This is an optimization exercise on Yosys and OpenROAD, whose aim is small area, not a production implementation.
At most, simulation tests tie the RTL to the original design; equivalence was not proved.
Power and IR drop assume default switching activity.

Setup of run A:
// loopback_fifo_nch
module loopback_fifo_nch #(
   parameter int CHANNELS = 7,
   parameter int DEPTH    = 16
) (
   input  logic                  clk_i,
   input  logic                  rst_i,
   input  logic [8*CHANNELS-1:0] out_data_i,
   input  logic [CHANNELS-1:0]   out_valid_i,
   output logic [CHANNELS-1:0]   out_ready_o,
   output logic [8*CHANNELS-1:0] in_data_o,
   output logic [CHANNELS-1:0]   in_valid_o,
   input  logic [CHANNELS-1:0]   in_ready_i
);
Size: ~2800 cells after synthesis, roughly 140 I/O pins, about 31000 um2 of cells after synthesis.
==> module loopback_fifo_nch, before the edit <==
module loopback_fifo_nch #(
   parameter int CHANNELS = 7,
   parameter int DEPTH    = 16
) (
   input  logic                  clk_i,
   input  logic                  rst_i,
   input  logic [8*CHANNELS-1:0] out_data_i,
   input  logic [CHANNELS-1:0]   out_valid_i,
   output logic [CHANNELS-1:0]   out_ready_o,
   output logic [8*CHANNELS-1:0] in_data_o,
   output logic [CHANNELS-1:0]   in_valid_o,
   input  logic [CHANNELS-1:0]   in_ready_i
);
   logic rst_q;
   logic phase_q;
   always_ff @(posedge clk_i) begin
      rst_q   <= rst_i;
      phase_q <= ~phase_q & ~rst_i;
   end
   for (genvar k = 0; k < CHANNELS; k++) begin : g_chan
      logic [127:0] mem_q;    
      logic [127:0] mem_d;
      logic [3:0]  head_q, head_d;   
      logic        valid_q, valid_d;  
      logic        push, push_n, ready;
      logic [15:0] sel;
      lf_ctrl u_ctrl (
         .rst_i   (rst_i),
         .rst_q   (rst_q),
         .valid_i (out_valid_i[k]),
         .ready_i (in_ready_i[k]),
         .head_q  (head_q),
         .valid_q (valid_q),
         .last    (sel[15]),
         .head_d  (head_d),
         .valid_d (valid_d),
         .push    (push),
         .push_n  (push_n),
         .ready   (ready)
      );
      always_ff @(posedge clk_i) begin
         head_q  <= head_d;
         valid_q <= valid_d;
      end
      lf_dec16 u_dec (.a(head_q), .y(sel));
      for (genvar b = 0; b < 8; b++) begin : g_bit
         logic       enc;
         logic [5:0] n;
         logic       rd;
         lf_xor2 u_enc (.a(out_data_i[8*k+b]), .b(phase_q), .y(enc));
         lf_oai22 u_m0 (.a1(mem_q[8*(0)+b]), .a2(push), .b1(enc), .b2(push_n),
                        .y(mem_d[8*(0)+b]));
         for (genvar i = 1; i < 16; i++) begin : g_ent
            lf_oai22 u_m (.a1(mem_q[8*(i)+b]), .a2(push), .b1(mem_q[8*(i-1)+b]), .b2(push_n),
                          .y(mem_d[8*(i)+b]));
         end
         for (genvar g = 0; g < 5; g++) begin : g_grp
            lf_aoi222 u_aoi (
               .a1(sel[3*g]),   .a2(mem_q[8*(3*g)+b]),
               .b1(sel[3*g+1]), .b2(mem_q[8*(3*g+1)+b]),
               .c1(sel[3*g+2]), .c2(mem_q[8*(3*g+2)+b]),
               .y(n[g]));
         end
         lf_nand2 u_last (.a(sel[15]), .b(mem_q[8*(15)+b]), .y(n[5]));
         lf_nand6 u_or (.a(n), .y(rd));
         lf_xor2 u_dec (.a(rd), .b(phase_q), .y(in_data_o[8*k+b]));
      end
      always_ff @(posedge clk_i) mem_q <= mem_d;
      assign out_ready_o[k] = ready;
      assign in_valid_o[k]  = valid_q;
   end
endmodule
==> module lf_ctrl, before the edit <==
module lf_ctrl (
   input  logic       rst_i,
   input  logic       rst_q,
   input  logic       valid_i,
   input  logic       ready_i,
   input  logic [3:0] head_q,
   input  logic       valid_q,
   input  logic       last,       
   output logic [3:0] head_d,
   output logic       valid_d,
   output logic       push,
   output logic       push_n,
   output logic       ready
);
   logic       pop, en, rst_n;
   logic [3:0] g;
   logic [4:0] t, x;
   lf_aoi21 u_rdy  (.a1(valid_q), .a2(last), .b1(rst_q), .y(ready));
   lf_and2  u_push (.a(valid_i), .b(ready), .y(push));
   lf_nand2 u_pshn (.a(valid_i), .b(ready), .y(push_n));
   lf_and2  u_pop  (.a(valid_q), .b(ready_i), .y(pop));
   lf_xor2  u_en   (.a(push), .b(pop), .y(en));
   lf_inv   u_rstn (.a(rst_i), .y(rst_n));
   assign t[0] = en;
   for (genvar i = 0; i < 4; i++) begin : g_cnt
      lf_xnor2 u_g (.a(head_q[i]), .b(push), .y(g[i]));
      lf_and2  u_t (.a(t[i]), .b(g[i]), .y(t[i+1]));
      lf_xnor2 u_x (.a(head_q[i]), .b(t[i]), .y(x[i]));
      lf_nand2 u_d (.a(rst_n), .b(x[i]), .y(head_d[i]));
   end
   lf_xnor2 u_xv (.a(valid_q), .b(t[4]), .y(x[4]));
   lf_nor2  u_dv (.a(rst_i), .b(x[4]), .y(valid_d));
endmodule
Settings: LEC_CHECK=0, CAP_MARGIN=20, CORE_MARGIN=2, CORE_UTILIZATION=60, CTS_BUF_LIST=sky130_fd_sc_hd__clkbuf_8, CTS_CLUSTER_DIAMETER=60, CTS_CLUSTER_SIZE=20, SLEW_MARGIN=20, SYNTH_HIERARCHICAL=1, SYNTH_MINIMUM_KEEP_SIZE=0; clock period 5.0 ns.
run.sh (not shown) runs the stock make flow with config.mk's settings and CLKGATE_MAP_FILE= SYNTH_SCRIPT=/design/flow/synth_recipe.tcl, a recipe that flattens the netlist after the stock synthesis.
Input-level comparison between run B and run A:
--- a/flow/design.v
+++ b/flow/design.v
@@ -32,7 +32,6 @@
          .ready_i (in_ready_i[k]),
          .head_q  (head_q),
          .valid_q (valid_q),
-         .last    (sel[15]),
          .head_d  (head_d),
          .valid_d (valid_d),
          .push    (push),
@@ -78,17 +77,17 @@
    input  logic       ready_i,
    input  logic [3:0] head_q,
    input  logic       valid_q,
-   input  logic       last,       
    output logic [3:0] head_d,
    output logic       valid_d,
    output logic       push,
    output logic       push_n,
    output logic       ready
 );
-   logic       pop, en, rst_n;
+   logic       ones, pop, en, rst_n;
    logic [3:0] g;
    logic [4:0] t, x;
-   lf_aoi21 u_rdy  (.a1(valid_q), .a2(last), .b1(rst_q), .y(ready));
+   lf_and4  u_ones (.a(head_q[0]), .b(head_q[1]), .c(head_q[2]), .d(head_q[3]), .y(ones));
+   lf_aoi21 u_rdy  (.a1(valid_q), .a2(ones), .b1(rst_q), .y(ready));
    lf_and2  u_push (.a(valid_i), .b(ready), .y(push));
    lf_nand2 u_pshn (.a(valid_i), .b(ready), .y(push_n));
    lf_and2  u_pop  (.a(valid_q), .b(ready_i), .y(pop));
@@ -138,6 +137,9 @@
 module lf_and2 (input logic a, b, output logic y);
    assign y = a & b;
 endmodule
+module lf_and4 (input logic a, b, c, d, output logic y);
+   assign y = a & b & c & d;
+endmodule
 module lf_aoi21 (input logic a1, a2, b1, output logic y);
    assign y = ~((a1 & a2) | b1);
 endmodule
[summary]
Final area across run A and run B: no real change.
As far as area after synthesis is concerned, run B and run A perform about the same.
Looking at multi-input logic cell count, run B sits above run A.
On final core utilization, run A and run B are neck and neck.
As far as power density over the cells is concerned, run B and run A perform about the same.
Changes observed in run B relative to run A: number of cells in the design after placement neither gained nor lost much; cell count after synthesis neither gained nor lost much; share of layout cells above drive strength 1 lost 0.20 points.
Final clock skew: run B vs run A up 0.019 ns
On power, run A and run B are neck and neck.
Status: routed wire length parity (run A, run B)
Run A and run B ended up with roughly the same clock network power.
For run B, only the layout was checked, not whether the RTL still works.

## what the ideal ports hide
The flow's constraints put no driver on any port. The routed layouts listed below were extracted and timed again, unchanged, in two steps. Step 1 sets driving cells, clkbuf_16 on the clock port and buf_2 on the other inputs (assumed; they add their load-dependent delay and slew). Step 2 also shifts input and output timing later by t, the mid clock arrival at the registers, as if the neighbouring blocks saw the same clock. Three values: ideal ports, drivers, drivers and shift; two values: the first two.
run	shift t [ns]	setup slack, ns	worst setup path after step 2	worst slew at a driven data input, ns	pins driven straight from the clock port
run A	0.746	0.696 / 0.640 / 1.335	input to register	0.06	1
run B	0.740	0.545 / 0.491 / 1.230	register to output	0.08	1
After both steps every run listed still meets setup and hold.
